Background: an optimization exercise with open tools, aiming at small area, a short achievable clock period and few clock cycles per item. Do not read the settings as production practice.
RTL that was checked went through simulation tests only; none was proved equivalent to the original.
Only the layout flow was run in run 1; the RTL was not checked for function there.
Power is estimated from default activity; no workload was simulated.

--- run.sh ---
#!/bin/bash
# synth_recipe.tcl (not shown) runs the flow's synth.tcl, then flattens the netlist and writes it again
# the make line also repeats each setting of config.mk as NAME=value (left out here)
make -C /OpenROAD-flow-scripts/flow DESIGN_CONFIG=/design/flow/config.mk WORK_HOME=/design/flow/orfs CLKGATE_MAP_FILE= SYNTH_SCRIPT=/design/flow/synth_recipe.tcl finish
--- config.mk ---
export PLATFORM = sky130hd
export DESIGN_NAME = kmeans_pixel_assign_accumulate
export DESIGN_NICKNAME = kmeans_pixel_assign_accumulate
export VERILOG_FILES = /design/flow/design.v
export SDC_FILE = /design/flow/constraint.sdc
export NUM_CORES = 4
export LEC_CHECK = 0
export CAP_MARGIN = 20
export CORE_MARGIN = 2
export CORE_UTILIZATION = 50
export PLACE_DENSITY = 0.65
export SETUP_SLACK_MARGIN = 5
export SLEW_MARGIN = 20
--- constraint.sdc ---
create_clock -name core_clock -period 11.0 [get_ports {clk}]
set_input_delay 2.2000 -clock core_clock [delete_from_list [all_inputs] [get_ports {clk}]]
set_output_delay 2.2000 -clock core_clock [all_outputs]
set_load 0.01 [all_outputs]
--- design.v ---
`timescale 1ns / 1ps
package kpa_pkg;
    localparam int NUM_CLUSTERS_DEF  = 6;
    localparam int NUM_CENTROID_REGS = 6;
    localparam int PIXEL_W     = 8;
    localparam int CENTROID_W  = 16;
    localparam int CLUSTER_W   = 3;
    localparam int SUM_W       = 28;
    localparam int COUNT_W     = 21;
    localparam int CFG_INDEX_W = 3;
    localparam logic [SUM_W-1:0]   SUM_MAX   = {SUM_W{1'b1}};
    localparam logic [COUNT_W-1:0] COUNT_MAX = {COUNT_W{1'b1}};
    localparam int QUEUE_DEPTH = 4;
    localparam logic KIND_LABEL   = 1'b0;
    localparam logic KIND_SUMMARY = 1'b1;
    function automatic logic [CENTROID_W-1:0] centroid_reset_value(input int k);
        case (k)
            0:       centroid_reset_value = 16'd0;
            1:       centroid_reset_value = 16'd16640;
            2:       centroid_reset_value = 16'd25600;
            3:       centroid_reset_value = 16'd32000;
            4:       centroid_reset_value = 16'd48640;
            default: centroid_reset_value = 16'hFF00;
        endcase
    endfunction
endpackage
`timescale 1ns / 1ps
module kpa_classify
(
    input  logic                          clk,
    input  logic                          rst_n,
    input  logic                          cfg_we,
    input  logic [2:0]                    cfg_idx,
    input  logic [15:0]                   cfg_dat,
    input  logic                          in_valid,
    input  logic [kpa_pkg::PIXEL_W-1:0]   in_pixel,
    input  logic                          in_first,
    input  logic                          in_last,
    output logic                          out_valid,
    output logic [kpa_pkg::CLUSTER_W-1:0] out_label,
    output logic [kpa_pkg::PIXEL_W-1:0]   out_pixel,
    output logic                          out_first,
    output logic                          out_last
);
    logic [7:0] hi_reg [6];
    logic [7:0] lo_reg [6];
    logic [5:0] lt_reg [6];
    logic [5:0] gt_reg [6];
    logic [5:0] w_lt;    
    logic [5:0] w_gt;    
    always_comb
    begin
        for (int j = 0; j < 6; j++)
        begin
            w_lt[j] = cfg_dat < {hi_reg[j], lo_reg[j]};
            w_gt[j] = !w_lt[j] && (cfg_dat != {hi_reg[j], lo_reg[j]});
        end
    end
    always_ff @(posedge clk or negedge rst_n)
    begin
        if (!rst_n)
        begin
            for (int k = 0; k < 6; k++)
            begin
                hi_reg[k] <= kpa_pkg::centroid_reset_value(k) >> 8;
                lo_reg[k] <= kpa_pkg::centroid_reset_value(k);
                lt_reg[k] <= '1;
                gt_reg[k] <= '0;
            end
        end
        else if (cfg_we)
        begin
            for (int k = 0; k < 6; k++)
            begin
                if (cfg_idx == 3'(k))
                begin
                    hi_reg[k] <= cfg_dat[15:8];
                    lo_reg[k] <= cfg_dat[7:0];
                end
                for (int j = 0; j < k; j++)
                begin
                    if (cfg_idx == 3'(k))
                    begin
                        lt_reg[j][k] <= w_gt[j];
                        gt_reg[j][k] <= w_lt[j];
                    end
                    else if (cfg_idx == 3'(j))
                    begin
                        lt_reg[j][k] <= w_lt[k];
                        gt_reg[j][k] <= w_gt[k];
                    end
                end
            end
        end
    end
    logic [5:0] s;       
    logic [5:0] is_l;
    logic [5:0] is_h;
    always_comb
    begin
        for (int k = 0; k < 6; k++)
        begin
            s[k] = (in_pixel > hi_reg[k]) || (in_pixel == hi_reg[k] && lo_reg[k] == 8'd0);
        end
    end
    always_comb
    begin
        for (int k = 0; k < 6; k++)
        begin
            is_l[k] = s[k];
            is_h[k] = !s[k];
            for (int j = 0; j < 6; j++)
            begin
                if (j < k)
                begin
                    if (s[j] && !lt_reg[j][k])
                    begin
                        is_l[k] = 1'b0;
                    end
                    if (!s[j] && !gt_reg[j][k])
                    begin
                        is_h[k] = 1'b0;
                    end
                end
                else if (j > k)
                begin
                    if (s[j] && lt_reg[k][j])
                    begin
                        is_l[k] = 1'b0;
                    end
                    if (!s[j] && gt_reg[k][j])
                    begin
                        is_h[k] = 1'b0;
                    end
                end
            end
        end
    end
    logic [15:0] c_l;
    logic [15:0] c_h;
    logic [2:0]  i_l;
    logic [2:0]  i_h;
    always_comb
    begin
        c_l = '0;
        c_h = '0;
        i_l = '0;
        i_h = '0;
        for (int k = 0; k < 6; k++)
        begin
            c_l = c_l | ({16{is_l[k]}} & {hi_reg[k], lo_reg[k]});
            c_h = c_h | ({16{is_h[k]}} & {hi_reg[k], lo_reg[k]});
            i_l = i_l | ({3{is_l[k]}} & 3'(k));
            i_h = i_h | ({3{is_h[k]}} & 3'(k));
        end
    end
    logic                        b_valid_reg;
    logic [15:0]                 b_cl_reg;
    logic [15:0]                 b_ch_reg;
    logic [2:0]                  b_il_reg;
    logic [2:0]                  b_ih_reg;
    logic [kpa_pkg::PIXEL_W-1:0] b_pixel_reg;
    logic                        b_first_reg;
    logic                        b_last_reg;
    always_ff @(posedge clk or negedge rst_n)
    begin
        if (!rst_n)
        begin
            b_valid_reg <= 1'b0;
        end
        else
        begin
            b_valid_reg <= in_valid;
        end
    end
    always_ff @(posedge clk)
    begin
        b_cl_reg    <= c_l;
        b_ch_reg    <= c_h;
        b_il_reg    <= (|s) ? i_l : i_h;
        b_ih_reg    <= (&s) ? i_l : i_h;
        b_pixel_reg <= in_pixel;
        b_first_reg <= in_first;
        b_last_reg  <= in_last;
    end
    logic [16:0] t;
    always_comb
    begin
        t = {1'b0, b_cl_reg} + {1'b0, b_ch_reg};
        if (b_pixel_reg < t[16:9] || (b_pixel_reg == t[16:9] && t[8:0] != 9'd0))
        begin
            out_label = b_il_reg;
        end
        else if (b_pixel_reg > t[16:9])
        begin
            out_label = b_ih_reg;
        end
        else
        begin
            out_label = (b_il_reg < b_ih_reg) ? b_il_reg : b_ih_reg;
        end
    end
    assign out_valid = b_valid_reg;
    assign out_pixel = b_pixel_reg;
    assign out_first = b_first_reg;
    assign out_last  = b_last_reg;
endmodule
`timescale 1ns / 1ps
module kpa_fifo
#(
    parameter int DEPTH = kpa_pkg::QUEUE_DEPTH,
    parameter int W     = 13
) (
    input  logic         clk,
    input  logic         rst_n,
    input  logic         push,
    input  logic [W-1:0] push_item,
    input  logic         pop,
    output logic [W-1:0] head,
    output logic [W-1:0] head_if_pop,
    output logic [W-1:0] head_if_stay,
    output logic [$clog2(DEPTH+1)-1:0] count
);
    localparam int CW = $clog2(DEPTH + 1);
    logic [W-1:0]  mem      [DEPTH];
    logic [W-1:0]  mem_pop  [DEPTH];
    logic [W-1:0]  mem_stay [DEPTH];
    logic [CW-1:0] count_reg;
    assign head         = mem[0];
    assign head_if_pop  = mem_pop[0];
    assign head_if_stay = mem_stay[0];
    assign count        = count_reg;
    always_comb
    begin
        for (int i = 0; i < DEPTH; i++)
        begin
            mem_stay[i] = (push && count_reg == CW'(i)) ? push_item : mem[i];
            if (push && count_reg == CW'(i + 1))
            begin
                mem_pop[i] = push_item;
            end
            else
            begin
                mem_pop[i] = mem[(i + 1 < DEPTH) ? i + 1 : i];
            end
        end
    end
    always_ff @(posedge clk)
    begin
        for (int i = 0; i < DEPTH; i++)
        begin
            mem[i] <= pop ? mem_pop[i] : mem_stay[i];
        end
    end
    always_ff @(posedge clk or negedge rst_n)
    begin
        if (!rst_n)
        begin
            count_reg <= '0;
        end
        else
        begin
            count_reg <= pop ? count_reg + (push ? 1'b1 : 1'b0) - 1'b1
                             : count_reg + (push ? 1'b1 : 1'b0);
        end
    end
endmodule
`timescale 1ns / 1ps
module kpa_accum
(
    input  logic                          clk,
    input  logic                          rst_n,
    input  logic                          q_valid,
    input  logic [kpa_pkg::CLUSTER_W-1:0] q_cluster,
    input  logic [kpa_pkg::PIXEL_W-1:0]   q_pixel,
    input  logic                          q_first,
    input  logic                          q_last,
    input  logic [kpa_pkg::CLUSTER_W-1:0] q_cluster_if_pop,
    input  logic [kpa_pkg::CLUSTER_W-1:0] q_cluster_if_stay,
    output logic                          q_pop,
    output logic                          results_valid,
    input  logic                          results_ready,
    output logic                          results_item_kind,
    output logic [kpa_pkg::CLUSTER_W-1:0] results_cluster,
    output logic [kpa_pkg::SUM_W-1:0]     results_pixel_sum,
    output logic [kpa_pkg::COUNT_W-1:0]   results_pixel_count,
    output logic                          results_end_of_run
);
    localparam int SW = kpa_pkg::SUM_W;
    localparam int CW = kpa_pkg::COUNT_W;
    localparam int HW = SW - 8;
    logic                          ov_reg;
    logic                          okind_reg;
    logic [kpa_pkg::CLUSTER_W-1:0] ocl_reg;
    logic                          oend_reg;
    logic [SW-1:0]                 osum_reg;
    logic [CW-1:0]                 ocount_reg;
    logic [5:0]                    sel_reg;
    logic          out_free;
    logic          more_sum;
    logic          load_sum;
    logic          load_label;
    logic [2:0]    sum_idx;
    logic [7:0]    lo_reg    [6];
    logic [HW-1:0] hi_reg    [6];
    logic [5:0]    carry_reg;
    logic [5:0]    sat_reg;
    logic [CW-1:0] counts_reg [6];
    logic [5:0]    zero_reg;
    logic [7:0]    rd_lo;
    logic [HW-1:0] rd_hi;
    logic          rd_carry;
    logic          rd_sat;
    logic [CW-1:0] rd_count;
    logic          rd_zero;
    logic          clear;
    logic [7:0]    base_lo;
    logic [HW-1:0] base_hi;
    logic          base_carry;
    logic          base_sat;
    logic [CW-1:0] base_count;
    logic [8:0]    lo_wide;
    logic [HW-1:0] new_hi;
    logic          new_sat;
    logic [CW-1:0] new_count;
    logic [HW-1:0] rd_hi_inc;
    logic          rd_full;
    logic [SW-1:0] rd_sum;
    assign out_free   = !ov_reg || results_ready;
    assign more_sum   = ov_reg && (okind_reg ? (ocl_reg != 3'd5) : !oend_reg);
    assign sum_idx    = okind_reg ? ocl_reg + 3'd1 : 3'd0;
    assign load_sum   = out_free && more_sum;
    assign load_label = out_free && !more_sum && q_valid;
    assign q_pop      = load_label;
    logic       more_if_free;
    logic [2:0] sel_if_free;
    logic [2:0] sel_if_stay;
    always_comb
    begin
        more_if_free = more_sum ? (sum_idx != 3'd5) : (q_valid && q_last);
        if (more_if_free)
        begin
            sel_if_free = more_sum ? sum_idx + 3'd1 : 3'd0;
        end
        else
        begin
            sel_if_free = (!more_sum && q_valid) ? q_cluster_if_pop : q_cluster_if_stay;
        end
        sel_if_stay = more_sum ? sum_idx : q_cluster_if_stay;
    end
    always_ff @(posedge clk or negedge rst_n)
    begin
        if (!rst_n)
        begin
            ov_reg  <= 1'b0;
            sel_reg <= 6'd1;
        end
        else
        begin
            if (out_free)
            begin
                ov_reg <= more_sum || q_valid;
            end
            for (int k = 0; k < 6; k++)
            begin
                sel_reg[k] <= out_free ? (sel_if_free == 3'(k)) : (sel_if_stay == 3'(k));
            end
        end
    end
    always_comb
    begin
        rd_lo    = '0;
        rd_hi    = '0;
        rd_carry = 1'b0;
        rd_sat   = 1'b0;
        rd_count = '0;
        rd_zero  = 1'b0;
        for (int k = 0; k < 6; k++)
        begin
            rd_lo    = rd_lo    | ({8{sel_reg[k]}} & lo_reg[k]);
            rd_hi    = rd_hi    | ({HW{sel_reg[k]}} & hi_reg[k]);
            rd_carry = rd_carry | (sel_reg[k] & carry_reg[k]);
            rd_sat   = rd_sat   | (sel_reg[k] & sat_reg[k]);
            rd_count = rd_count | ({CW{sel_reg[k]}} & counts_reg[k]);
            rd_zero  = rd_zero  | (sel_reg[k] & zero_reg[k]);
        end
    end
    always_comb
    begin
        rd_hi_inc = rd_hi + HW'(rd_carry);
        rd_full   = rd_sat || (rd_carry && rd_hi == {HW{1'b1}});
        rd_sum    = rd_full ? kpa_pkg::SUM_MAX : {rd_hi_inc, rd_lo};
    end
    always_ff @(posedge clk)
    begin
        if (load_sum)
        begin
            okind_reg <= kpa_pkg::KIND_SUMMARY;
            ocl_reg   <= sum_idx;
            oend_reg  <= (sum_idx == 3'd5);
        end
        else if (load_label)
        begin
            okind_reg <= kpa_pkg::KIND_LABEL;
            ocl_reg   <= q_cluster;
            oend_reg  <= !q_last;
        end
        if (load_sum || load_label)
        begin
            osum_reg   <= (more_sum && !rd_zero) ? rd_sum : '0;
            ocount_reg <= (more_sum && !rd_zero) ? rd_count : '0;
        end
    end
    always_comb
    begin
        clear      = rd_zero || q_first;
        base_lo    = clear ? '0 : rd_lo;
        base_hi    = clear ? '0 : rd_hi;
        base_carry = !clear && rd_carry;
        base_sat   = !clear && rd_sat;
        base_count = clear ? '0 : rd_count;
        lo_wide    = {1'b0, base_lo} + {1'b0, q_pixel};
        new_hi     = base_hi + HW'(base_carry);
        new_sat    = base_sat || (base_carry && base_hi == {HW{1'b1}});
        new_count  = (base_count == kpa_pkg::COUNT_MAX) ? kpa_pkg::COUNT_MAX : base_count + 1'b1;
    end
    always_ff @(posedge clk or negedge rst_n)
    begin
        if (!rst_n)
        begin
            zero_reg <= '1;
        end
        else if (load_label)
        begin
            for (int k = 0; k < 6; k++)
            begin
                if (sel_reg[k])
                begin
                    zero_reg[k] <= 1'b0;
                end
                else if (q_first)
                begin
                    zero_reg[k] <= 1'b1;
                end
            end
        end
    end
    always_ff @(posedge clk)
    begin
        for (int k = 0; k < 6; k++)
        begin
            if (load_label && sel_reg[k])
            begin
                lo_reg[k]     <= lo_wide[7:0];
                hi_reg[k]     <= new_hi;
                carry_reg[k]  <= lo_wide[8];
                sat_reg[k]    <= new_sat;
                counts_reg[k] <= new_count;
            end
        end
    end
    assign results_valid       = ov_reg;
    assign results_item_kind   = okind_reg;
    assign results_cluster     = ocl_reg;
    assign results_end_of_run  = oend_reg;
    assign results_pixel_sum   = osum_reg;
    assign results_pixel_count = ocount_reg;
endmodule
`timescale 1ns / 1ps
module kmeans_pixel_assign_accumulate
#(
    parameter int NUM_CLUSTERS = kpa_pkg::NUM_CLUSTERS_DEF
) (
    input  logic                            clk,
    input  logic                            rst_n,
    input  logic                            pixels_valid,
    output logic                            pixels_ready,
    input  logic [kpa_pkg::PIXEL_W-1:0]     pixels_pixel,
    input  logic                            pixels_first_pixel,
    input  logic                            pixels_last_pixel,
    output logic                            results_valid,
    input  logic                            results_ready,
    output logic                            results_item_kind,
    output logic [kpa_pkg::CLUSTER_W-1:0]   results_cluster,
    output logic [kpa_pkg::SUM_W-1:0]       results_pixel_sum,
    output logic [kpa_pkg::COUNT_W-1:0]     results_pixel_count,
    output logic                            results_end_of_run,
    input  logic                            cfg_write,
    input  logic [kpa_pkg::CFG_INDEX_W-1:0] cfg_index,
    input  logic [kpa_pkg::CENTROID_W-1:0]  cfg_data
);
    localparam int D  = kpa_pkg::QUEUE_DEPTH;
    localparam int CN = $clog2(D + 1);
    logic                              cfg_we_reg;
    logic [kpa_pkg::CFG_INDEX_W-1:0]   cfg_idx_reg;
    logic [kpa_pkg::CENTROID_W-1:0]    cfg_dat_reg;
    always_ff @(posedge clk or negedge rst_n)
    begin
        if (!rst_n)
        begin
            cfg_we_reg <= 1'b0;
        end
        else
        begin
            cfg_we_reg <= cfg_write && (cfg_index < 3'd6);
        end
    end
    always_ff @(posedge clk)
    begin
        cfg_idx_reg <= cfg_index;
        cfg_dat_reg <= cfg_data;
    end
    logic                        in_valid_reg;
    logic [kpa_pkg::PIXEL_W-1:0] in_pixel_reg;
    logic                        in_first_reg;
    logic                        in_last_reg;
    logic                        ready_reg;
    logic                        accept;
    assign pixels_ready = ready_reg;
    assign accept       = pixels_valid && ready_reg;
    always_ff @(posedge clk)
    begin
        in_pixel_reg <= pixels_pixel;
        in_first_reg <= pixels_first_pixel;
        in_last_reg  <= pixels_last_pixel;
    end
    logic                          c_valid;
    logic [kpa_pkg::CLUSTER_W-1:0] c_label;
    logic [kpa_pkg::PIXEL_W-1:0]   c_pixel;
    logic                          c_first;
    logic                          c_last;
    kpa_classify u_classify (
        .clk       (clk),
        .rst_n     (rst_n),
        .cfg_we    (cfg_we_reg),
        .cfg_idx   (cfg_idx_reg),
        .cfg_dat   (cfg_dat_reg),
        .in_valid  (in_valid_reg),
        .in_pixel  (in_pixel_reg),
        .in_first  (in_first_reg),
        .in_last   (in_last_reg),
        .out_valid (c_valid),
        .out_label (c_label),
        .out_pixel (c_pixel),
        .out_first (c_first),
        .out_last  (c_last)
    );
    logic          q_pop;
    logic [12:0]   q_head;
    logic [12:0]   q_head_if_pop;
    logic [12:0]   q_head_if_stay;
    logic [CN-1:0] q_count;
    logic [CN:0]   held;
    kpa_fifo #(.DEPTH(D), .W(13)) u_fifo (
        .clk       (clk),
        .rst_n     (rst_n),
        .push      (c_valid),
        .push_item ({c_label, c_pixel, c_first, c_last}),
        .pop       (q_pop),
        .head      (q_head),
        .head_if_pop  (q_head_if_pop),
        .head_if_stay (q_head_if_stay),
        .count     (q_count)
    );
    assign held = {1'b0, q_count} + (c_valid ? 1'b1 : 1'b0) + (in_valid_reg ? 1'b1 : 1'b0);
    always_ff @(posedge clk or negedge rst_n)
    begin
        if (!rst_n)
        begin
            in_valid_reg <= 1'b0;
            ready_reg    <= 1'b0;
        end
        else
        begin
            in_valid_reg <= accept;
            if (q_pop)
            begin
                ready_reg <= accept ? (held < (CN+1)'(D)) : (held <= (CN+1)'(D));
            end
            else
            begin
                ready_reg <= accept ? (held < (CN+1)'(D - 1)) : (held < (CN+1)'(D));
            end
        end
    end
    kpa_accum u_accum (
        .clk                 (clk),
        .rst_n               (rst_n),
        .q_valid             (q_count != '0),
        .q_cluster           (q_head[12:10]),
        .q_pixel             (q_head[9:2]),
        .q_first             (q_head[1]),
        .q_last              (q_head[0]),
        .q_cluster_if_pop    (q_head_if_pop[12:10]),
        .q_cluster_if_stay   (q_head_if_stay[12:10]),
        .q_pop               (q_pop),
        .results_valid       (results_valid),
        .results_ready       (results_ready),
        .results_item_kind   (results_item_kind),
        .results_cluster     (results_cluster),
        .results_pixel_sum   (results_pixel_sum),
        .results_pixel_count (results_pixel_count),
        .results_end_of_run  (results_end_of_run)
    );
endmodule
==> impl_metrics.ini, run 1 <==
[timing]
timing_max_transition_violations_final = 0
transition_time_at_the_pin_with_the_least_slew_margin_ns = 1.08
total_negative_setup_slack_ns = 0
finalSetupViolations = 0
unrepaired_setup_endpoints_after_global_routing = false
finalClockSkew_ns = 0.0199
fin_crit_sh_pct = 51.7
achievable_freq_mhz = 176
finalHoldViolations = 0
fin_crit_ns = 5.69
max_slew_margin_pct = 28.0

[global_routing]
groute.usage.overall_pct = 25.9
first_global_vias = 22300
grt_max_degree = 90
antenna_found_initial = 1
first_pass_grt_wire_length_um = 127000
gr-total-overflow = 0

[setup_path]
list_of_cells_traversed_by_the_critical_path = ha_1 > fa_2 > a211oi_4 > o21ai_1 > and3_1 > o21a_1 > o21a_1 > o21a_1 > o21a_1 > o21ai_1 > nand2b_1 > xnor2_1 > ha_1 > nand4_1 > a31o_1 > a311oi_2 > nand4_1 > buf_4 > nor3_4 > mux2i_4 > o21ai_1 > o311ai_2 > a32oi_2 > a2111oi_2
cp_max_fo = 4
cp_arrival_ns = 6.18
worst-endpoint-required_ns = 11.49
path_common_cell = o21a_1
critical_path.max_stage_delay_ns = 0.44
startpoint_type = flip-flop
timing_worst_setup_path_type = flip-flop to flip-flop
timing.critical_path.buf_inv = 1
timing.critical_path.to_type = flip-flop
critPathTopFamily = compound AO/OA/AOI/OAI gates
timing.critical_path.slowest_stage_cell = fa_2

[synthesis]
yosys_warnings = 14
synthMostInstantiatedCell = edfxtp_1
gate_count_post_synth = 2691
syn_nets = 2920
async_flop_share_pct = 23.0
largest_area_contributor_in_the_synthesized_netlist = edfxtp_1
yosys.cell_types.count = 89
netlist_top_cells_area = edfxtp_1 (38%), dfrtp_1 (8.1%), ha_1 (7.9%), dfxtp_1 (7.0%), a22oi_1 (6.0%)
post_synth.cell_area_avg_sq_um = 11.3
synth_flop_cell = edfxtp_1
seq_area_frac_synth_pct = 56.9
post-synth-top-area-fraction_pct = 37.7
synth_edf_count = 382
syn-cell-area_sq_um = 30400
ys_ff_latch = 635
post_synth_most_frequent_cells = edfxtp_1 (382), nand2_1 (266), a22oi_1 (244)

[status]
status = complete, no violations

[floorplan]
core.rowCount = 90
die_w_um = 251
ioPinCount = 90
fp.coreArea_sq_um = 60200
start_util_pct = 50.5
dieArea_sq_um = 62900
die_y_um = 251

[clocking]
clk_latency_ns = 0.61
maximum_level_of_the_cts_h_tree = 3
numClockSinks = 635
cts_buffer_depth = 3
cts_buffers = 70
clock-root-buffer = clkbuf_16
tritoncts = built
clk_pin_slew_worst_paths_ns = 0.06

[drt]
drt-wirelength-per-cell_um = 22.5
antenna_violating_nets_post_route = 0
post_drt_via_cell_ratio = 6.08
num_vias = 22000
initialDrtViolationCount = 1722
totalWireLength_um = 81400
detailedRoute.firstPassIterationCount = 9
drc_errors = 0

[job]
max-cap-violations = 0

[placed_design]
count_of_buffers_from_port_buffering = 89
place.gp.congestion = 0.933
dp_hpwl_um = 54900

[layout]
antenna_cells_inserted = 0
areaGrowthSynthToFinish_pct = 13.9
post_route_cells_drive_above_1_share_pct = 9.37
final_nets = 3011
number_of_flip_flops_in_the_largest_register = 126

[pwr]
ir_drop_uv = 132
p_leak_nw = 13.3
tot_pwr_mw = 9.34
power_density_nw_per_um2 = 269

[worst_hold_path]
min_delay_worst_type = flip-flop to flip-flop
## kinds of logic after synthesis
family	Yosys count	share of synthesized area, %
XOR/XNOR	61	1.75
multiplexers	11	0.382
flip-flops	635	56.9
AND/OR/NAND/NOR	759	11.9
adder cells (fa/ha/maj)	195	8.09
AO/OA/AOI/OAI	775	17.5
buffers and inverters	255	3.44
## worst reg2reg max path, delay by kind of cell, from the launching register on
kind	cells	cell delay [ns]
and+or+nand+nor	5	0.82
buffers and inverters	1	0.18
adders and majority gates	3	0.98
AOI/OAI and AO/OA	13	2.87
DFF	1	0.30
muxes	1	0.32
xor gates and xnor gates	1	0.13
## per-stage QoR
stage	hold slack [ns]	cell area, sq um	utilization (%)	std cells	worst slack, ns
5_1_grt	0.341	34700	57.5	3622	4.94
2_1_floorplan	0.310	30400	-	2691	5.63
3_5_place_dp	0.320	32200	53.4	3485	4.85
6_report	0.329	34700	57.5	3622	5.31
4_1_cts	0.334	34600	57.4	3616	5.09
3_3_place_gp	0.322	32100	53.3	3481	5.03
## repair_timing
item	4_1_cts	5_1_grt
gates resized for setup	5	7
pin swaps	1	6
endpoints found under the setup margin	5	6
hold endpoints to repair	0	0
buffers inserted	1	6
hold buffers	0	0
## layout make-up
| cell class | count | area [sq um] |
|---|---|---|
| fill | 4944 | 25600 |
| sequential | 635 | 17300 |
| multi-input combinational | 1801 | 12200 |
| clock buffer | 98 | 1980 |
| timing repair buffer | 133 | 1220 |
| tap | 782 | 978 |
| inverter | 141 | 529 |
| clock inverter | 32 | 405 |
## layer usage
layer	vias up	share of wire [%]	routed length, um	global-route usage [%]
met2	768	49	40200	45.0
li1	10300	-	-	-
met3	163	5.5	4510	3.67
met1	10800	42	33900	33.2
met5	-	0.020	16	0
met4	2	3.4	2730	9.31
## path summary, 6_finish.rpt
check	cells after the start	end	start	slack, ns
setup / recovery	24	u_accum.sel_reg[2]$_DFF_PN0_	u_classify.b_ch_reg[0]$_DFF_P_	5.31
hold / removal	0	u_classify.b_first_reg$_DFF_P_	in_first_reg$_DFF_P_	0.33
setup reg to reg	24	u_accum.sel_reg[2]$_DFF_PN0_	u_classify.b_ch_reg[0]$_DFF_P_	5.31
hold reg to reg	0	u_classify.b_first_reg$_DFF_P_	in_first_reg$_DFF_P_	0.33
max in group asynchronous	2	u_classify.hi_reg[3][1]$_DFFE_PN0P_	rst_n	7.91
min in group asynchronous	1	cfg_we_reg$_DFF_PN0_	rst_n	1.70
## layout by cell type, fill, tap and decap left out, types with 8 or more instances in the layout
cell type        instances
o21ai_0                167
a21oi_1                104
edfxtp_1               382
dfrtp_1                 94
dfxtp_1                107
a21o_1                  55
inv_1                  141
clkdlybuf4s50_1         88
o211ai_1                10
or3_1                   17
o21ai_1                 11
xnor2_1                 36
xor2_1                  25
o22ai_1                 29
nand2_1                266
nor4_1                  15
nand2b_1                21
nand3_1                 99
dfstp_2                 47
a31oi_1                  9
clkinv_1                 8
and3_1                  23
ha_1                   192
clkbuf_1                18
a211oi_1                 9
o21a_1                  37
a221oi_1                17
nand4_1                 34
nor2_1                 171
a22o_1                  10
a22oi_1                244
buf_4                   44
nor2b_1                 34
clkbuf_8                 8
clkbuf_16               72
and2_1                  13
nor3_1                  17
## power by group
group          internal [mW]  total (mW)  switching (mW)  leakage, nW
Combinational           1.19        3.22            2.03         5.98
Sequential              3.33        3.71           0.382         6.20
Clock                   1.44        2.41           0.976         1.15
==> run 2: changes to the inputs <==
--- a/design.v
+++ b/design.v
@@ -39,4 +39,5 @@
     output logic                          out_valid,
     output logic [kpa_pkg::CLUSTER_W-1:0] out_label,
+    output logic [5:0]                    out_label_oh,
     output logic [kpa_pkg::PIXEL_W-1:0]   out_pixel,
     output logic                          out_first,
@@ -160,7 +161,17 @@
     logic [2:0]                  b_il_reg;
     logic [2:0]                  b_ih_reg;
+    logic [5:0]                  b_ohl_reg;
+    logic [5:0]                  b_ohh_reg;
+    logic                        b_lfirst_reg;
     logic [kpa_pkg::PIXEL_W-1:0] b_pixel_reg;
     logic                        b_first_reg;
     logic                        b_last_reg;
+    logic [2:0] a_il;
+    logic [2:0] a_ih;
+    always_comb
+    begin
+        a_il = (|s) ? i_l : i_h;
+        a_ih = (&s) ? i_l : i_h;
+    end
     always_ff @(posedge clk or negedge rst_n)
     begin
@@ -176,28 +187,75 @@
     always_ff @(posedge clk)
     begin
-        b_cl_reg    <= c_l;
-        b_ch_reg    <= c_h;
-        b_il_reg    <= (|s) ? i_l : i_h;
-        b_ih_reg    <= (&s) ? i_l : i_h;
-        b_pixel_reg <= in_pixel;
-        b_first_reg <= in_first;
-        b_last_reg  <= in_last;
-    end
-    logic [16:0] t;
+        b_cl_reg     <= c_l;
+        b_ch_reg     <= c_h;
+        b_il_reg     <= a_il;
+        b_ih_reg     <= a_ih;
+        b_ohl_reg    <= (|s) ? is_l : is_h;
+        b_ohh_reg    <= (&s) ? is_l : is_h;
+        b_lfirst_reg <= (a_il < a_ih);
+        b_pixel_reg  <= in_pixel;
+        b_first_reg  <= in_first;
+        b_last_reg   <= in_last;
+    end
+    logic [17:0] op_a;
+    logic [17:0] op_b;
+    logic [17:0] op_n;
+    logic [17:0] cs_s;
+    logic [17:0] cs_c;
+    logic [16:0] gen;
+    logic [16:0] prop;
+    logic        grp_g;
+    logic        grp_p;
+    logic        neg_dm1;    
+    logic        neg_d;      
+    logic        take_l;
+    function automatic logic [1:0] group17(input logic [16:0] g, input logic [16:0] p);
+        logic [16:0] g1, p1;
+        logic [8:0]  g2, p2;
+        logic [4:0]  g3, p3;
+        logic [2:0]  g4, p4;
+        logic [1:0]  g5, p5;
+        for (int i = 0; i < 8; i++)
+        begin
+            g2[i] = g[2*i+1] | (p[2*i+1] & g[2*i]);
+            p2[i] = p[2*i+1] & p[2*i];
+        end
+        g2[8] = g[16];
+        p2[8] = p[16];
+        for (int i = 0; i < 4; i++)
+        begin
+            g3[i] = g2[2*i+1] | (p2[2*i+1] & g2[2*i]);
+            p3[i] = p2[2*i+1] & p2[2*i];
+        end
+        g3[4] = g2[8];
+        p3[4] = p2[8];
+        for (int i = 0; i < 2; i++)
+        begin
+            g4[i] = g3[2*i+1] | (p3[2*i+1] & g3[2*i]);
+            p4[i] = p3[2*i+1] & p3[2*i];
+        end
+        g4[2] = g3[4];
+        p4[2] = p3[4];
+        g5[0] = g4[1] | (p4[1] & g4[0]);
+        p5[0] = p4[1] & p4[0];
+        g5[1] = g4[2];
+        p5[1] = p4[2];
+        group17 = {g5[1] | (p5[1] & g5[0]), p5[1] & p5[0]};
+    endfunction
     always_comb
     begin
-        t = {1'b0, b_cl_reg} + {1'b0, b_ch_reg};
-        if (b_pixel_reg < t[16:9] || (b_pixel_reg == t[16:9] && t[8:0] != 9'd0))
-        begin
-            out_label = b_il_reg;
-        end
-        else if (b_pixel_reg > t[16:9])
-        begin
-            out_label = b_ih_reg;
-        end
-        else
-        begin
-            out_label = (b_il_reg < b_ih_reg) ? b_il_reg : b_ih_reg;
-        end
+        op_a = {2'b00, b_cl_reg};
+        op_b = {2'b00, b_ch_reg};
+        op_n = ~{1'b0, b_pixel_reg, 9'd0};
+        cs_s = op_a ^ op_b ^ op_n;
+        cs_c = ((op_a & op_b) | (op_a & op_n) | (op_b & op_n)) << 1;
+        gen  = cs_s[16:0] & cs_c[16:0];
+        prop = cs_s[16:0] ^ cs_c[16:0];
+        {grp_g, grp_p} = group17(gen, prop);
+        neg_dm1 = cs_s[17] ^ cs_c[17] ^ grp_g;
+        neg_d   = cs_s[17] ^ cs_c[17] ^ (grp_g | grp_p);
+        take_l  = !neg_dm1 || (!neg_d && b_lfirst_reg);
+        out_label    = take_l ? b_il_reg : b_ih_reg;
+        out_label_oh = take_l ? b_ohl_reg : b_ohh_reg;
     end
     assign out_valid = b_valid_reg;
@@ -218,6 +276,5 @@
     input  logic         pop,
     output logic [W-1:0] head,
-    output logic [W-1:0] head_if_pop,
-    output logic [W-1:0] head_if_stay,
+    output logic [W-1:0] second,
     output logic [$clog2(DEPTH+1)-1:0] count
 );
@@ -228,6 +285,5 @@
     logic [CW-1:0] count_reg;
     assign head         = mem[0];
-    assign head_if_pop  = mem_pop[0];
-    assign head_if_stay = mem_stay[0];
+    assign second       = mem[1];
     assign count        = count_reg;
     always_comb
@@ -276,6 +332,6 @@
     input  logic                          q_first,
     input  logic                          q_last,
-    input  logic [kpa_pkg::CLUSTER_W-1:0] q_cluster_if_pop,
-    input  logic [kpa_pkg::CLUSTER_W-1:0] q_cluster_if_stay,
+    input  logic [5:0]                    q_oh_if_pop,
+    input  logic [5:0]                    q_oh_if_stay,
     output logic                          q_pop,
     output logic                          results_valid,
@@ -297,4 +353,5 @@
     logic [CW-1:0]                 ocount_reg;
     logic [5:0]                    sel_reg;
+    logic [5:0]                    selc_reg;
     logic          out_free;
     logic          more_sum;
@@ -334,18 +391,25 @@
     assign q_pop      = load_label;
     logic       more_if_free;
-    logic [2:0] sel_if_free;
-    logic [2:0] sel_if_stay;
+    logic [2:0] idx_if_free;
+    logic [5:0] sel_if_free;
+    logic [5:0] sel_if_stay;
+    logic [5:0] sel_next;
     always_comb
     begin
         more_if_free = more_sum ? (sum_idx != 3'd5) : (q_valid && q_last);
-        if (more_if_free)
-        begin
-            sel_if_free = more_sum ? sum_idx + 3'd1 : 3'd0;
-        end
-        else
+        idx_if_free  = more_sum ? sum_idx + 3'd1 : 3'd0;
+        for (int k = 0; k < 6; k++)
         begin
-            sel_if_free = (!more_sum && q_valid) ? q_cluster_if_pop : q_cluster_if_stay;
+            if (more_if_free)
+            begin
+                sel_if_free[k] = (idx_if_free == 3'(k));
+            end
+            else
+            begin
+                sel_if_free[k] = (!more_sum && q_valid) ? q_oh_if_pop[k] : q_oh_if_stay[k];
+            end
+            sel_if_stay[k] = more_sum ? (sum_idx == 3'(k)) : q_oh_if_stay[k];
         end
-        sel_if_stay = more_sum ? sum_idx : q_cluster_if_stay;
+        sel_next = out_free ? sel_if_free : sel_if_stay;
     end
     always_ff @(posedge clk or negedge rst_n)
@@ -354,5 +418,6 @@
         begin
             ov_reg  <= 1'b0;
-            sel_reg <= 6'd1;
+            sel_reg  <= 6'd1;
+            selc_reg <= 6'd1;
         end
         else
@@ -362,8 +427,6 @@
                 ov_reg <= more_sum || q_valid;
             end
-            for (int k = 0; k < 6; k++)
-            begin
-                sel_reg[k] <= out_free ? (sel_if_free == 3'(k)) : (sel_if_stay == 3'(k));
-            end
+            sel_reg  <= sel_next;
+            selc_reg <= sel_next;
         end
     end
@@ -382,6 +445,6 @@
             rd_carry = rd_carry | (sel_reg[k] & carry_reg[k]);
             rd_sat   = rd_sat   | (sel_reg[k] & sat_reg[k]);
-            rd_count = rd_count | ({CW{sel_reg[k]}} & counts_reg[k]);
-            rd_zero  = rd_zero  | (sel_reg[k] & zero_reg[k]);
+            rd_count = rd_count | ({CW{selc_reg[k]}} & counts_reg[k]);
+            rd_zero  = rd_zero  | (selc_reg[k] & zero_reg[k]);
         end
     end
@@ -423,5 +486,5 @@
         new_hi     = base_hi + HW'(base_carry);
         new_sat    = base_sat || (base_carry && base_hi == {HW{1'b1}});
-        new_count  = (base_count == kpa_pkg::COUNT_MAX) ? kpa_pkg::COUNT_MAX : base_count + 1'b1;
+        new_count  = (base_count + 1'b1) | {CW{&base_count}};
     end
     always_ff @(posedge clk or negedge rst_n)
@@ -435,5 +498,5 @@
             for (int k = 0; k < 6; k++)
             begin
-                if (sel_reg[k])
+                if (selc_reg[k])
                 begin
                     zero_reg[k] <= 1'b0;
@@ -456,4 +519,7 @@
                 carry_reg[k]  <= lo_wide[8];
                 sat_reg[k]    <= new_sat;
+            end
+            if (load_label && selc_reg[k])
+            begin
                 counts_reg[k] <= new_count;
             end
@@ -527,4 +593,5 @@
     logic                          c_valid;
     logic [kpa_pkg::CLUSTER_W-1:0] c_label;
+    logic [5:0]                    c_label_oh;
     logic [kpa_pkg::PIXEL_W-1:0]   c_pixel;
     logic                          c_first;
@@ -542,4 +609,5 @@
         .out_valid (c_valid),
         .out_label (c_label),
+        .out_label_oh (c_label_oh),
         .out_pixel (c_pixel),
         .out_first (c_first),
@@ -548,8 +616,11 @@
     logic          q_pop;
     logic [12:0]   q_head;
-    logic [12:0]   q_head_if_pop;
-    logic [12:0]   q_head_if_stay;
+    logic [12:0]   q_second;
+    logic [2:0]    q_mem1_cluster;
+    assign q_mem1_cluster = q_second[12:10];
     logic [CN-1:0] q_count;
     logic [CN:0]   held;
+    logic [5:0]    q_oh_if_pop;
+    logic [5:0]    q_oh_if_stay;
     kpa_fifo #(.DEPTH(D), .W(13)) u_fifo (
         .clk       (clk),
@@ -559,8 +630,15 @@
         .pop       (q_pop),
         .head      (q_head),
-        .head_if_pop  (q_head_if_pop),
-        .head_if_stay (q_head_if_stay),
+        .second    (q_second),
         .count     (q_count)
     );
+    always_comb
+    begin
+        for (int k = 0; k < 6; k++)
+        begin
+            q_oh_if_pop[k]  = (q_count >= CN'(2)) ? (q_mem1_cluster == 3'(k)) : c_label_oh[k];
+            q_oh_if_stay[k] = (q_count != '0) ? (q_head[12:10] == 3'(k)) : c_label_oh[k];
+        end
+    end
     assign held = {1'b0, q_count} + (c_valid ? 1'b1 : 1'b0) + (in_valid_reg ? 1'b1 : 1'b0);
     always_ff @(posedge clk or negedge rst_n)
@@ -592,6 +670,6 @@
         .q_first             (q_head[1]),
         .q_last              (q_head[0]),
-        .q_cluster_if_pop    (q_head_if_pop[12:10]),
-        .q_cluster_if_stay   (q_head_if_stay[12:10]),
+        .q_oh_if_pop         (q_oh_if_pop),
+        .q_oh_if_stay        (q_oh_if_stay),
         .q_pop               (q_pop),
         .results_valid       (results_valid),
==> run 2 against run 1 <==
  * Still clean on timing, DRC and antenna
  * First-iteration DRC count is 32% higher
  * Sequential power is 5% higher
  * Fmax is 23% higher
  * Worst setup slack better by 1.1 ns
  * Cell count is 1.6% higher
  * Count of clock-buffer cells in the layout is 3 lower
  * Area after synthesis is 2.4% higher
  * Critical path depth is 12 lower
  * Worst hold slack worse by 0.0032 ns
  * Die area is 2.3% higher
==> impl_metrics.ini, run 2 <==
[status]
status = complete, no violations

[drt]
post_drt_via_cell_ratio = 6.13
num_vias = 22500
totalWireLength_um = 83500
initialDrtViolationCount = 2268
antenna_violating_nets_post_route = 0
drc_errors = 0
route.top_layer_used = met4
detailedRoute.firstPassIterationCount = 9
drt-wirelength-per-cell_um = 22.7
met1_length_um = 33700
wl_met2_um = 41000
wl_met3_um = 5830

[timing]
max_slew_margin_pct = 23.3
achievable_freq_mhz = 217
finalSetupViolations = 0
timing_max_transition_violations_final = 0
worst_hold_slack_ns = 0.326
finalHoldViolations = 0
transition_time_at_the_pin_with_the_least_slew_margin_ns = 1.14
fin_crit_ns = 4.62
fin_crit_sh_pct = 42.0
finalClockSkew_ns = 0.0169
total_negative_setup_slack_ns = 0
unrepaired_setup_endpoints_after_global_routing = false

[worst_hold_path]
min_path_cells = 0
timing.hold.worst.start = in_last_reg$_DFF_P_
worstHoldEndpoint = u_classify.b_last_reg$_DFF_P_
min_delay_worst_type = flip-flop to flip-flop

[setup_path]
timing.critical_path.buf_inv = 2
crit_start = u_accum.selc_reg[0]$_DFF_PN1_
timing.critical_path.slowest_stage_cell = or2_1
rr_endpoint = u_accum.counts_reg[0][14]$_DFFE_PP_
cp_max_fo = 53
list_of_cells_traversed_by_the_critical_path = buf_4 > a22oi_1 > nand4b_1 > buf_4 > nor2_1 > ha_1 > and3_1 > nand2_1 > nor4_4 > nand3_1 > or2_1 > o21ai_0
timing_worst_setup_path_type = flip-flop to flip-flop
startpoint_type = flip-flop
timing.reg2reg.worst_path_depth = 12
path_common_cell = buf_4
r2r_setup_slack_ns = 6.38
timing.critical_path.to_type = flip-flop
worst-endpoint-required_ns = 11.23
critical_path.max_stage_delay_ns = 0.66
worst_r2r_startpoint = u_accum.selc_reg[0]$_DFF_PN1_
critPathTopFamily = simple AND/OR/NAND/NOR gates
cp_arrival_ns = 4.85

[global_routing]
antenna_found_initial = 0
first_global_vias = 22300
groute.usage.overall_pct = 26.0
grt_max_degree = 97
gr-total-overflow = 0
first_pass_grt_wire_length_um = 129000

[synthesis]
synth_simple_gate_area_share_pct = 11.3
combinational_family_with_the_most_area_after_synthesis = compound AO/OA/AOI/OAI gates
post_synth_most_frequent_cells = edfxtp_1 (385), nand2_1 (263), ha_1 (195)
netlist_top_cells_area = edfxtp_1 (37%), dfrtp_1 (7.9%), ha_1 (7.8%), dfxtp_1 (7.5%), dfstp_2 (4.0%)
syn_nets = 2949
largest_area_contributor_in_the_synthesized_netlist = edfxtp_1
ys_ff_latch = 648
yosys.cell_types.count = 87
synth_flop_cell = edfxtp_1
synthMostInstantiatedCell = edfxtp_1
post-synth-top-area-fraction_pct = 37.1
gate_count_post_synth = 2711
yosys.area_share.adder_pct = 8.41
async_flop_share_pct = 22.5
yosys_warnings = 14
syn-cell-area_sq_um = 31200
synth.mux.area_fraction_pct = 1.76
seq_area_frac_synth_pct = 56.5
synth_compound_area_share_pct = 16.2
synth_xor_area_share_pct = 1.66
synth_edf_count = 385
post_synth.cell_area_avg_sq_um = 11.5

[floorplan]
fp.coreArea_sq_um = 61700
ioPinCount = 90
core.rowCount = 91
dieArea_sq_um = 64300
die_w_um = 254
start_util_pct = 50.5
die_y_um = 254

[clocking]
maximum_level_of_the_cts_h_tree = 3
cts_buffer_depth = 3
cts.hold.buffers_added = 0
clock-root-buffer = clkbuf_16
clk_pin_slew_worst_paths_ns = 0.06
numClockSinks = 648
cts_resized = 0
cts_setup_buffers = 0
tritoncts = built
clk_latency_ns = 0.62
cts_buffers = 71

[layout]
number_of_flip_flops_in_the_largest_register = 126
final_nets = 3022
commonest_non_fill_non_tap_cell_in_the_layout = edfxtp_1
areaGrowthSynthToFinish_pct = 12.7
antenna_cells_inserted = 0
finish.utilization_pct = 56.9
post_route_cells_drive_above_1_share_pct = 10.1
layout_common_cells = edfxtp_1 (385), nand2_1 (262), ha_1 (195), inv_1 (184), o21ai_0 (161)

[placed_design]
count_of_buffers_from_port_buffering = 89
place.gp.congestion = 0.912
dp_hpwl_um = 55100

[pwr]
power_density_nw_per_um2 = 279
ir_drop_uv = 163
p_leak_nw = 13.7
tot_pwr_mw = 9.79

[job]
max-cap-violations = 0
run 2: routing by layer:
layer  GRT usage [%]  vias up
met1            33.2    11100
li1                -    10300
met3            3.74      154
met2            44.6      920
met5               0        -
met4            10.3        0
run 2: area by class of cell:
cell class | instances | area [sq um]
clock buffers | 95 | 1960
clock inverters | 36 | 342
fillers | 5248 | 26600
inverters | 184 | 691
multi-input cells | 1754 | 12300
flip-flops and latches | 648 | 17600
well taps | 837 | 1050
repair buffers | 125 | 1160
run 2: cell families after synthesis:
logic type / after synthesis
AO/OA/AOI/OAI: 724
adder cells (fa/ha/maj): 204
AND/OR/NAND/NOR: 717
XOR/XNOR: 59
flip-flops: 648
multiplexers: 50
buffers and inverters: 309
run 2: per-stage QoR:
| stage | setup WS (ns) | instances | cell area, sq um |
|---|---|---|---|
| 6_report | 6.38 | 3679 | 35100 |
| 5_1_grt | 6.07 | 3679 | 35100 |
| 4_1_cts | 6.37 | 3679 | 35100 |
| 3_5_place_dp | 6.11 | 3548 | 32800 |
| 3_3_place_gp | 6.13 | 3548 | 32800 |
| 2_1_floorplan | 5.51 | 2711 | 31200 |
run 2: worst register-to-register path: stages, from the launching register on:
cell      delay (ns)
dfstp_2         0.51
buf_4           0.62
a22oi_1         0.26
nand4b_1        0.15
buf_4           0.51
nor2_1          0.20
ha_1            0.25
and3_1          0.19
nand2_1         0.16
nor4_4          0.11
nand3_1         0.15
or2_1           0.66
o21ai_0         0.47
run 2: report_power, final:
part	internal [mW]	switching (mW)	total (mW)
logic	1.31	2.23	3.54
registers	3.48	0.420	3.90
clock network	1.36	0.983	2.34
run 2: worst max-delay path by stage:
stage	slack (ns)	to	cells after the start
after floorplan	5.51	u_accum.ocl_reg[0]$_DFFE_PP_	3
after global placement	6.13	u_accum.counts_reg[1][8]$_DFFE_PP_	4
after detailed placement	6.11	u_accum.counts_reg[1][7]$_DFFE_PP_	4
after CTS	6.37	u_accum.counts_reg[0][14]$_DFFE_PP_	12
after global routing	6.07	u_accum.counts_reg[4][6]$_DFFE_PP_	12
final	6.38	u_accum.counts_reg[0][14]$_DFFE_PP_	12
Testbench counts of run 2, summed over its fixed seeds: cycles 31,904, pixels 30,720.
==> run 3: changes to the inputs <==
==> flow/run.sh (new file) <==
#!/bin/bash
set -euo pipefail
bash standard.sh SETUP_SLACK_MARGIN=7 finish > orfs_make.log 2>&1
==> standard.sh (new file) <==
#!/bin/bash
# synth_recipe.tcl (not shown) runs the flow's synth.tcl, then flattens the netlist and writes it again
# the make line also repeats each setting of config.mk as NAME=value (left out here)
make -C /OpenROAD-flow-scripts/flow DESIGN_CONFIG=/design/flow/config.mk WORK_HOME=/design/flow/orfs CLKGATE_MAP_FILE= SYNTH_SCRIPT=/design/flow/synth_recipe.tcl "${@:-finish}"
--- a/config.mk
+++ b/config.mk
@@ -10,4 +10,3 @@
 export CORE_UTILIZATION = 50
 export PLACE_DENSITY = 0.65
-export SETUP_SLACK_MARGIN = 5
 export SLEW_MARGIN = 20
removed: run.sh
==> run 3 against run 2 <==
  * Still clean
  * Count of clock-buffer cells in the layout rose by 3
  * Fmax rose by 19%
  * Sequential power about the same
  * Critical path type is now flip-flop to output port
  * Largest cell class unchanged
==> impl_metrics.ini, run 3 <==
[status]
status = complete, no violations

[floorplan]
start_util_pct = 50.5
ioPinCount = 90
core.rowCount = 91
dieArea_sq_um = 64300
die_y_um = 254
die_w_um = 254
fp.coreArea_sq_um = 61700

[synthesis]
yosys_warnings = 14
post-synth-top-area-fraction_pct = 37.1
post_synth.cell_area_avg_sq_um = 11.5
post_synth_most_frequent_cells = edfxtp_1 (385), nand2_1 (263), ha_1 (195)
synth_edf_count = 385
syn_nets = 2949
synthMostInstantiatedCell = edfxtp_1
largest_area_contributor_in_the_synthesized_netlist = edfxtp_1
synth_flop_cell = edfxtp_1
netlist_top_cells_area = edfxtp_1 (37%), dfrtp_1 (7.9%), ha_1 (7.8%), dfxtp_1 (7.5%), dfstp_2 (4.0%)
syn-cell-area_sq_um = 31200
gate_count_post_synth = 2711
seq_area_frac_synth_pct = 56.5
async_flop_share_pct = 22.5
ys_ff_latch = 648
yosys.cell_types.count = 87

[drt]
initialDrtViolationCount = 2185
antenna_violating_nets_post_route = 0
drt-wirelength-per-cell_um = 22.9
post_drt_via_cell_ratio = 6.10
num_vias = 22500
detailedRoute.firstPassIterationCount = 7
drc_errors = 0
totalWireLength_um = 84600

[layout]
multi_input_area_sq_um = 12500
layout_common_cells = edfxtp_1 (385), nand2_1 (261), ha_1 (193), inv_1 (183), o21ai_0 (155)
final_cell_area_sq_um = 35600
commonest_non_fill_non_tap_cell_in_the_layout = edfxtp_1
number_of_flip_flops_in_the_largest_register = 126
areaGrowthSynthToFinish_pct = 14.2
register_area_sq_um = 17600
fillers = 5135
final_nets = 3041
post_route_cells_drive_above_1_share_pct = 11.8
antenna_cells_inserted = 0

[setup_path]
timing.critical_path.slowest_stage_cell = clkdlybuf4s50_1
timing.critical_path.buf_inv = 1
critPathTopFamily = buffers and inverters
r2r_setup_slack_ns = 7.15
crit_start = u_accum.okind_reg$_SDFFE_PP1P_
worst-endpoint-required_ns = 8.80
timing.reg2reg.worst_path_depth = 13
startpoint_type = flip-flop
worstSetupEndpoint = results_item_kind
cp_arrival_ns = 1.69
critical_path.max_stage_delay_ns = 0.60
rr_endpoint = u_classify.b_lfirst_reg$_DFF_P_
cp_max_fo = 9
timing.critical_path.to_type = output port
worst_r2r_startpoint = u_classify.hi_reg[4][2]$_DFFE_PN1P_
cp.depth = 1
list_of_cells_traversed_by_the_critical_path = clkdlybuf4s50_1
timing_worst_setup_path_type = flip-flop to output port

[global_routing]
gr-total-overflow = 0
first_global_vias = 22600
first_pass_grt_wire_length_um = 130000
antenna_found_initial = 0
grt_max_degree = 61
groute.usage.overall_pct = 26.4

[pwr]
power_density_nw_per_um2 = 279
p_leak_nw = 13.9
tot_pwr_mw = 9.92
ir_drop_uv = 130

[placed_design]
detailed_place.area_sq_um = 32800
count_of_buffers_from_port_buffering = 89
place.gp.congestion = 0.926
dp_hpwl_um = 55100

[timing]
finalSetupViolations = 0
finalHoldViolations = 0
max_slew_margin_pct = 28.2
finalClockSkew_ns = 0.0214
fin_crit_ns = 3.89
transition_time_at_the_pin_with_the_least_slew_margin_ns = 1.07
total_negative_setup_slack_ns = 0
worst_hold_slack_ns = 0.350
timing_max_transition_violations_final = 0
achievable_freq_mhz = 257
fin_crit_sh_pct = 35.4
unrepaired_setup_endpoints_after_global_routing = false

[worst_hold_path]
timing.hold.worst.start = in_first_reg$_DFF_P_
min_delay_worst_type = flip-flop to flip-flop

[clocking]
tritoncts = built
maximum_level_of_the_cts_h_tree = 3
clock-root-buffer = clkbuf_16
cts.hold.buffers_added = 0
clk_latency_ns = 0.62
cts_buffer_depth = 3
numClockSinks = 648
clk_pin_slew_worst_paths_ns = 0.06
cts_buffers = 72

[job]
max-cap-violations = 0
==> run 3: what timing repair did <==
| item | in CTS | in global routing |
|---|---|---|
| pin swaps | 4 | 5 |
| gates cloned | 0 | 0 |
| gates resized for setup | 21 | 32 |
| endpoints found under the hold margin | 0 | 0 |
| setup buffers | 6 | 12 |
| setup endpoints to repair | 264 | 545 |
==> run 3: worst min path at each step <==
stage,to,cells past startpoint
global route,u_classify.b_first_reg$_DFF_P_,0
floorplan,u_classify.b_first_reg$_DFF_P_,0
detailed placement,u_classify.b_first_reg$_DFF_P_,0
finish,u_classify.b_first_reg$_DFF_P_,0
CTS,u_classify.b_first_reg$_DFF_P_,0
global placement,u_classify.b_first_reg$_DFF_P_,0
==> run 3: cell type report <==
| type | instances | share of cell area [%] |
|---|---|---|
| clock inverters | 32 | 0.914 |
| repair buffers | 143 | 3.78 |
| flip-flops and latches | 648 | 49.6 |
| well taps | 837 | 2.94 |
| inverters | 184 | 1.95 |
| multi-input cells | 1754 | 35.1 |
| clock buffers | 98 | 5.77 |
==> run 3: routing by layer <==
layer / GRT usage (%) / vias to the layer above / routed length (um)
li1: - / 10400 / -
met1: 33.6 / 11100 / 34500
met2: 45.1 / 902 / 41400
met3: 4.18 / 176 / 5410
met4: 10.4 / 0 / 3270
met5: 0 / - / 0
==> run 3: metrics by stage <==
stage,utilization (%),worst slack [ns],instances
finish,57.7,7.11,3696
global route,57.7,7.03,3696
CTS,57.2,7.00,3683
detailed placement,53.2,5.97,3547
global placement,53.2,6.07,3547
floorplan,-,7.06,2711
==> run 3: cells by family after synthesis <==
family | Yosys count | share of synthesized area [%]
AO/OA/AOI/OAI | 724 | 16.2
XOR/XNOR | 59 | 1.66
adder cells (fa/ha/maj) | 204 | 8.41
buffers and inverters | 309 | 4.17
flip-flops | 648 | 56.5
multiplexers | 50 | 1.76
AND/OR/NAND/NOR | 717 | 11.3
==> run 3: worst register-to-register path: stages, from the launching register on <==
cell	delay, ns
dfstp_2	0.54
inv_1	0.08
ha_1	0.31
a21o_1	0.19
a221o_1	0.42
o211ai_4	0.38
o221ai_1	0.26
a2111oi_4	0.35
buf_6	0.29
nor3_1	0.12
a21o_1	0.17
ha_1	0.29
a21o_1	0.18
a31oi_1	0.18
==> run 3: power breakdown <==
part,switching (mW),total [mW],internal [mW]
registers,0.392,3.87,3.48
logic,2.28,3.65,1.37
clock network,0.987,2.40,1.41
==> run 4: changes to the inputs <==
==> flow/run.sh (replaced) <==
#!/bin/bash
set -euo pipefail
bash standard.sh SETUP_SLACK_MARGIN=7.6 finish > orfs_make.log 2>&1
--- a/config.mk
+++ b/config.mk
@@ -8,5 +8,5 @@
 export CAP_MARGIN = 20
 export CORE_MARGIN = 2
-export CORE_UTILIZATION = 50
-export PLACE_DENSITY = 0.65
+export CORE_UTILIZATION = 60
+export PLACE_DENSITY = 0.72
 export SLEW_MARGIN = 20
==> run 4 against run 3 <==
  * Synthesized cell count is the same
  * Cell count shrank 1.8%
  * Count of clock-buffer cells in the layout down 4
  * Flip-flop and latch count did not move
  * First-iteration DRC count increased by 54%
  * Critical path type is now flip-flop to flip-flop
  * Critical path depth rose by 9
==> impl_metrics.ini, run 4 <==
[setup_path]
timing.critical_path.to_type = flip-flop
worst-endpoint-required_ns = 11.32
startpoint_type = flip-flop
cp_arrival_ns = 3.81
timing_worst_setup_path_type = flip-flop to flip-flop
timing.reg2reg.worst_path_depth = 10
cp_max_fo = 8

[layout]
post_route_cells_drive_above_1_share_pct = 19.5
antenna_cells_inserted = 0
areaGrowthSynthToFinish_pct = 17.5
multi_input_area_sq_um = 13200
final_cell_area_sq_um = 36600
fillers = 3526
final_cells = 3631
number_of_flip_flops_in_the_largest_register = 126
commonest_non_fill_non_tap_cell_in_the_layout = edfxtp_1
final_nets = 3135
register_area_sq_um = 17700
finish.utilization_pct = 71.4
layout_common_cells = edfxtp_1 (385), nand2_1 (256), ha_1 (186), inv_1 (173), a22oi_1 (143)

[timing]
unrepaired_setup_endpoints_after_global_routing = true
fin_crit_sh_pct = 31.8
transition_time_at_the_pin_with_the_least_slew_margin_ns = 1.14
fin_crit_ns = 3.49
finalClockSkew_ns = 0.0290
finalSetupViolations = 0
total_negative_setup_slack_ns = 0
timing_max_transition_violations_final = 0
slack_of_the_critical_path_ns = 7.51
worst_hold_slack_ns = 0.329
max_slew_margin_pct = 23.9
finalHoldViolations = 0
achievable_freq_mhz = 286

[global_routing]
first_pass_grt_wire_length_um = 132000
first_global_vias = 23100
groute.usage.overall_pct = 32.0
grt_max_degree = 90
antenna_found_initial = 0
gr-total-overflow = 0

[drt]
post_drt_via_cell_ratio = 6.58
drc_errors = 0
initialDrtViolationCount = 3362
drt-wirelength-per-cell_um = 25.0
detailedRoute.firstPassIterationCount = 9
totalWireLength_um = 90900
num_vias = 23900
antenna_violating_nets_post_route = 0

[synthesis]
synth_flop_cell = edfxtp_1
yosys.cell_types.count = 87
syn_nets = 2949
seq_area_frac_synth_pct = 56.5
synth_edf_count = 385
netlist_top_cells_area = edfxtp_1 (37%), dfrtp_1 (7.9%), ha_1 (7.8%), dfxtp_1 (7.5%), dfstp_2 (4.0%)
post-synth-top-area-fraction_pct = 37.1
gate_count_post_synth = 2711
ys_ff_latch = 648
synthMostInstantiatedCell = edfxtp_1
largest_area_contributor_in_the_synthesized_netlist = edfxtp_1
post_synth_most_frequent_cells = edfxtp_1 (385), nand2_1 (263), ha_1 (195)
post_synth.cell_area_avg_sq_um = 11.5
yosys_warnings = 14
syn-cell-area_sq_um = 31200
async_flop_share_pct = 22.5

[pwr]
clkPwrFrac_pct = 21.8
power.share.combinational_pct = 40.7
net-switching-power_mw = 3.95
power.share.switching_pct = 38.2
ir_drop_uv = 149
power_density_nw_per_um2 = 282
intPower_mw = 6.39
tot_pwr_mw = 10.3
p_leak_nw = 14.5
portion_of_total_power_attributed_to_sequential_cells_pct = 37.5

[clocking]
cts_buffers = 68
cts.hold.buffers_added = 0
maximum_level_of_the_cts_h_tree = 3
numClockSinks = 648
clk_pin_slew_worst_paths_ns = 0.06
clock-root-buffer = clkbuf_16
clk_latency_ns = 0.62
cts_buffer_depth = 3
tritoncts = built

[floorplan]
fp.coreArea_sq_um = 51300
start_util_pct = 60.8
die_w_um = 232
die_y_um = 232
dieArea_sq_um = 53800
core.rowCount = 83
ioPinCount = 90

[placed_design]
count_of_buffers_from_port_buffering = 89
detailed_place.area_sq_um = 32600
pre_cts_slack_ns = 5.92
dpl.cell_count = 3376
dp_hpwl_um = 53400
place.gp.congestion = 0.962

[worst_hold_path]
min_delay_worst_type = flip-flop to flip-flop
min_path_cells = 0

[status]
status = complete, no violations

[job]
max-cap-violations = 0
## run 4: cell counts after synthesis
No cell type changed its count.
## run 4: logic make-up (layout without fill, tap and decap cells)
kind of cell	Yosys count	in the layout	synth area share (%)
AOI/OAI and AO/OA	724	725	16.2
xor gates and xnor gates	59	59	1.66
adders and majority gates	204	204	8.41
buffers and inverters	309	537	4.17
DFF	648	648	56.5
muxes	50	50	1.76
and+or+nand+nor	717	728	11.3
## run 4: area by class of cell
| class | count | area share, % |
|---|---|---|
| Clock buffer | 94 | 5.31 |
| Clock inverter | 30 | 0.622 |
| Inverter | 184 | 1.92 |
| Multi-Input combinational cell | 1766 | 35.9 |
| Sequential cell | 648 | 48.3 |
| Tap cell | 680 | 2.32 |
| Timing Repair Buffer | 229 | 5.63 |
## run 4: layer usage
metal  GRT usage, %  up-vias  share of wire (%)
li1               -    10600                  -
met1           41.7    11600                 37
met2           52.6     1382                 47
met3           4.92      302                9.2
met4           15.8        0                6.0
met5              0        -                  0
## run 4: worst max-delay path, stage by stage (launching register included)
cell and delay, ns:
dfrtp_4 0.52, buf_16 0.15, a22oi_2 0.19, nand4b_1 0.30, buf_6 0.24, clkbuf_16 0.16, nor2b_1 0.19, nand3_1 0.22
nor3_4 0.48, nand2_1 0.18, mux2i_1 0.55
## run 4: power by group through the flow
stage	clock (mW)	combinational [mW]	sequential (mW)
5_1_grt	2.36	4.53	3.91
3_5_place_dp	0	3.45	3.93
2_1_floorplan	0	2.43	3.78
3_3_place_gp	0	3.32	3.90
6_report	2.25	4.21	3.87
4_1_cts	2.27	3.78	3.84
## run 4: path summary, 6_finish.rpt
kind / start / slack, ns / to
min reg2reg: in_first_reg$_DFF_P_ / 0.33 / u_classify.b_first_reg$_DFF_P_
min in group asynchronous: rst_n / 1.66 / u_classify.gt_reg[0][1]$_DFFE_PN0P_
max reg2reg: u_accum.selc_reg[5]$_DFF_PN0_ / 7.51 / u_accum.hi_reg[2][13]$_DFFE_PP_
min: in_first_reg$_DFF_P_ / 0.33 / u_classify.b_first_reg$_DFF_P_
max in group asynchronous: rst_n / 7.94 / u_classify.hi_reg[2][7]$_DFFE_PN0P_
max: u_accum.selc_reg[5]$_DFF_PN0_ / 7.51 / u_accum.hi_reg[2][13]$_DFFE_PP_
## run 4: timing repair
item	4_1_cts	5_1_grt
setup buffers	60	47
endpoints found under the setup margin	809	215
endpoints found under the hold margin	0	0
gates resized for setup	367	99
pin swaps	29	37
gates cloned	14	10
==> run 5: changes to the inputs <==
==> flow/run.sh (replaced) <==
#!/bin/bash
set -euo pipefail
bash standard.sh SETUP_SLACK_MARGIN=7.7 "BUFFER_PORTS_ARGS=-buffer_cell sky130_fd_sc_hd__buf_2" finish > orfs_make.log 2>&1
==> run 5 against run 4 <==
  * Worst hold slack got worse by 0.0033 ns
  * Highest routed layer unchanged
  * Sequential power about the same
  * First-iteration DRC count shrank 7.5%
  * Global-route usage grew 0.44 points
  * Cell area is 0.41% higher
  * Synthesized cell count stayed put
  * Cell count grew 0.17%
  * Via count down 0.82%
==> impl_metrics.ini, run 5 <==
[timing]
max_slew_margin_pct = 27.5
finalHoldViolations = 0
worst_hold_slack_ns = 0.325
total_negative_setup_slack_ns = 0
fin_crit_sh_pct = 31.4
finalSetupViolations = 0
unrepaired_setup_endpoints_after_global_routing = true
transition_time_at_the_pin_with_the_least_slew_margin_ns = 1.09
timing_max_transition_violations_final = 0
finalClockSkew_ns = 0.0218
fin_crit_ns = 3.45
achievable_freq_mhz = 290

[synthesis]
syn-cell-area_sq_um = 31200
combinational_family_with_the_most_area_after_synthesis = compound AO/OA/AOI/OAI gates
synth.mux.area_fraction_pct = 1.76
yosys_warnings = 14
largest_area_contributor_in_the_synthesized_netlist = edfxtp_1
seq_area_frac_synth_pct = 56.5
syn_nets = 2949
async_flop_share_pct = 22.5
post-synth-top-area-fraction_pct = 37.1
synthMostInstantiatedCell = edfxtp_1
netlist_top_cells_area = edfxtp_1 (37%), dfrtp_1 (7.9%), ha_1 (7.8%), dfxtp_1 (7.5%), dfstp_2 (4.0%)
yosys.area_share.adder_pct = 8.41
ys_ff_latch = 648
yosys.cell_types.count = 87
gate_count_post_synth = 2711
post_synth_most_frequent_cells = edfxtp_1 (385), nand2_1 (263), ha_1 (195)
synth_flop_cell = edfxtp_1
synth_simple_gate_area_share_pct = 11.3
post_synth.cell_area_avg_sq_um = 11.5
synth_xor_area_share_pct = 1.66
synth_edf_count = 385
synth_compound_area_share_pct = 16.2

[setup_path]
critical_path.max_stage_delay_ns = 0.68
critPathTopFamily = compound AO/OA/AOI/OAI gates
startpoint_type = flip-flop
cp_arrival_ns = 3.98
timing.critical_path.slowest_stage_cell = nor4_1
list_of_cells_traversed_by_the_critical_path = nor4_1 > a211o_1 > o211ai_1 > buf_4 > a222oi_1 > o2111a_2 > a21o_1 > or2_4 > ha_4 > a21o_1 > a31oi_1
timing.critical_path.buf_inv = 1
path_common_cell = a21o_1
timing.critical_path.to_type = flip-flop
r2r_setup_slack_ns = 7.55
timing_worst_setup_path_type = flip-flop to flip-flop
cp_max_fo = 5
worst-endpoint-required_ns = 11.53

[pwr]
intPower_mw = 6.52
power_density_nw_per_um2 = 285
ir_drop_uv = 189
clkPwrFrac_pct = 22.2
portion_of_total_power_attributed_to_sequential_cells_pct = 37.1
power.share.switching_pct = 37.7
power.share.combinational_pct = 40.7
p_leak_nw = 14.6
tot_pwr_mw = 10.5
net-switching-power_mw = 3.95

[clocking]
clk_pin_slew_worst_paths_ns = 0.06
maximum_level_of_the_cts_h_tree = 3
cts_buffers = 68
numClockSinks = 648
clock-root-buffer = clkbuf_16
tritoncts = built
clk_latency_ns = 0.63
cts_buffer_depth = 3

[global_routing]
gr-total-overflow = 0
groute.usage.overall_pct = 32.5
first_global_vias = 23100
antenna_found_initial = 0
grt_max_degree = 79
first_pass_grt_wire_length_um = 133000

[layout]
final_nets = 3141
antenna_cells_inserted = 0
commonest_non_fill_non_tap_cell_in_the_layout = edfxtp_1
post_route_cells_drive_above_1_share_pct = 21.5
number_of_flip_flops_in_the_largest_register = 126
layout_common_cells = edfxtp_1 (385), nand2_1 (254), ha_1 (179), inv_1 (171), a22oi_1 (144)
fillers = 3541
areaGrowthSynthToFinish_pct = 17.9

[floorplan]
dieArea_sq_um = 53800
die_y_um = 232
start_util_pct = 60.8
ioPinCount = 90
die_w_um = 232
fp.coreArea_sq_um = 51300
core.rowCount = 83

[drt]
antenna_violating_nets_post_route = 0
num_vias = 23700
drt-wirelength-per-cell_um = 24.7
drc_errors = 0
initialDrtViolationCount = 3109
post_drt_via_cell_ratio = 6.51
totalWireLength_um = 89900
detailedRoute.firstPassIterationCount = 8

[placed_design]
place.gp.congestion = 0.981
count_of_buffers_from_port_buffering = 89
dp_hpwl_um = 54400

[job]
max-cap-violations = 0

[status]
status = complete, no violations

[worst_hold_path]
min_delay_worst_type = flip-flop to flip-flop
[run 5: what timing repair did]
| action | 4_1_cts | 5_1_grt |
|---|---|---|
| endpoints found under the hold margin | 0 | 0 |
| setup endpoints to repair | 756 | 434 |
| resized for setup | 152 | 111 |
| buffers inserted | 54 | 55 |
| pin swaps | 34 | 68 |
| cloned | 11 | 10 |
| hold buffers | 0 | 0 |
[run 5: metrics by stage]
step                      util, %  worst slack, ns  instance area [sq um]  std cells
after detailed placement     62.8             6.58                  32200       3383
after floorplan                 -             7.30                  31400       2711
after CTS                    69.4             7.58                  35600       3572
after global routing         71.7             7.51                  36800       3637
after global placement       62.8             6.71                  32200       3382
final                        71.7             7.55                  36800       3637
[run 5: path summary, 6_finish.rpt]
path	start	cells after the start	endpoint
max	u_classify.lo_reg[2][0]$_DFFE_PN0P_	11	u_classify.b_lfirst_reg$_DFF_P_
min	in_last_reg$_DFF_P_	0	u_classify.b_last_reg$_DFF_P_
max reg2reg	u_classify.lo_reg[2][0]$_DFFE_PN0P_	11	u_classify.b_lfirst_reg$_DFF_P_
min reg2reg	in_last_reg$_DFF_P_	0	u_classify.b_last_reg$_DFF_P_
max in group asynchronous	rst_n	2	u_classify.gt_reg[0][5]$_DFFE_PN0P_
min in group asynchronous	rst_n	1	u_classify.gt_reg[0][1]$_DFFE_PN0P_
[run 5: layout make-up]
cell class	instances	area [sq um]	share of cell area, %
sequential	648	17700	48.1
clock buffer	93	1880	5.11
inverter	184	698	1.90
multi-input combinational	1765	13300	36.2
timing repair buffer	236	1990	5.42
tap	680	851	2.31
clock inverter	31	364	0.991
[run 5: logic make-up after synthesis]
kind of cell / Yosys count
buf+inv: 309
compound gates: 724
xor+xnor: 59
mux: 50
flops: 648
fa+ha+maj: 204
simple gates: 717
[run 5: power groups by stage]
| stage | combinational, mW | sequential (mW) | clock [mW] |
|---|---|---|---|
| after floorplan | 2.46 | 3.78 | 0 |
| after global placement | 3.28 | 3.90 | 0 |
| after detailed placement | 3.39 | 3.92 | 0 |
| after CTS | 3.80 | 3.87 | 2.34 |
| after global routing | 4.60 | 3.92 | 2.44 |
| final | 4.26 | 3.88 | 2.32 |
[run 5: layer usage]
| layer | track usage, % | vias to the layer above | share of wire [%] |
|---|---|---|---|
| li1 | - | 10600 | - |
| met1 | 41.8 | 11500 | 38 |
| met2 | 54.1 | 1271 | 48 |
| met3 | 5.53 | 289 | 8.5 |
| met4 | 14.7 | 0 | 5.3 |
| met5 | 0 | - | 0 |

Setup slack of run 5, layout unchanged: 7.546 ns with ideal ports, 7.542 ns with driving cells assumed (clock clkbuf_16, inputs buf_2), 7.147 ns with port delays also shifted by the 0.677 ns mid clock arrival.
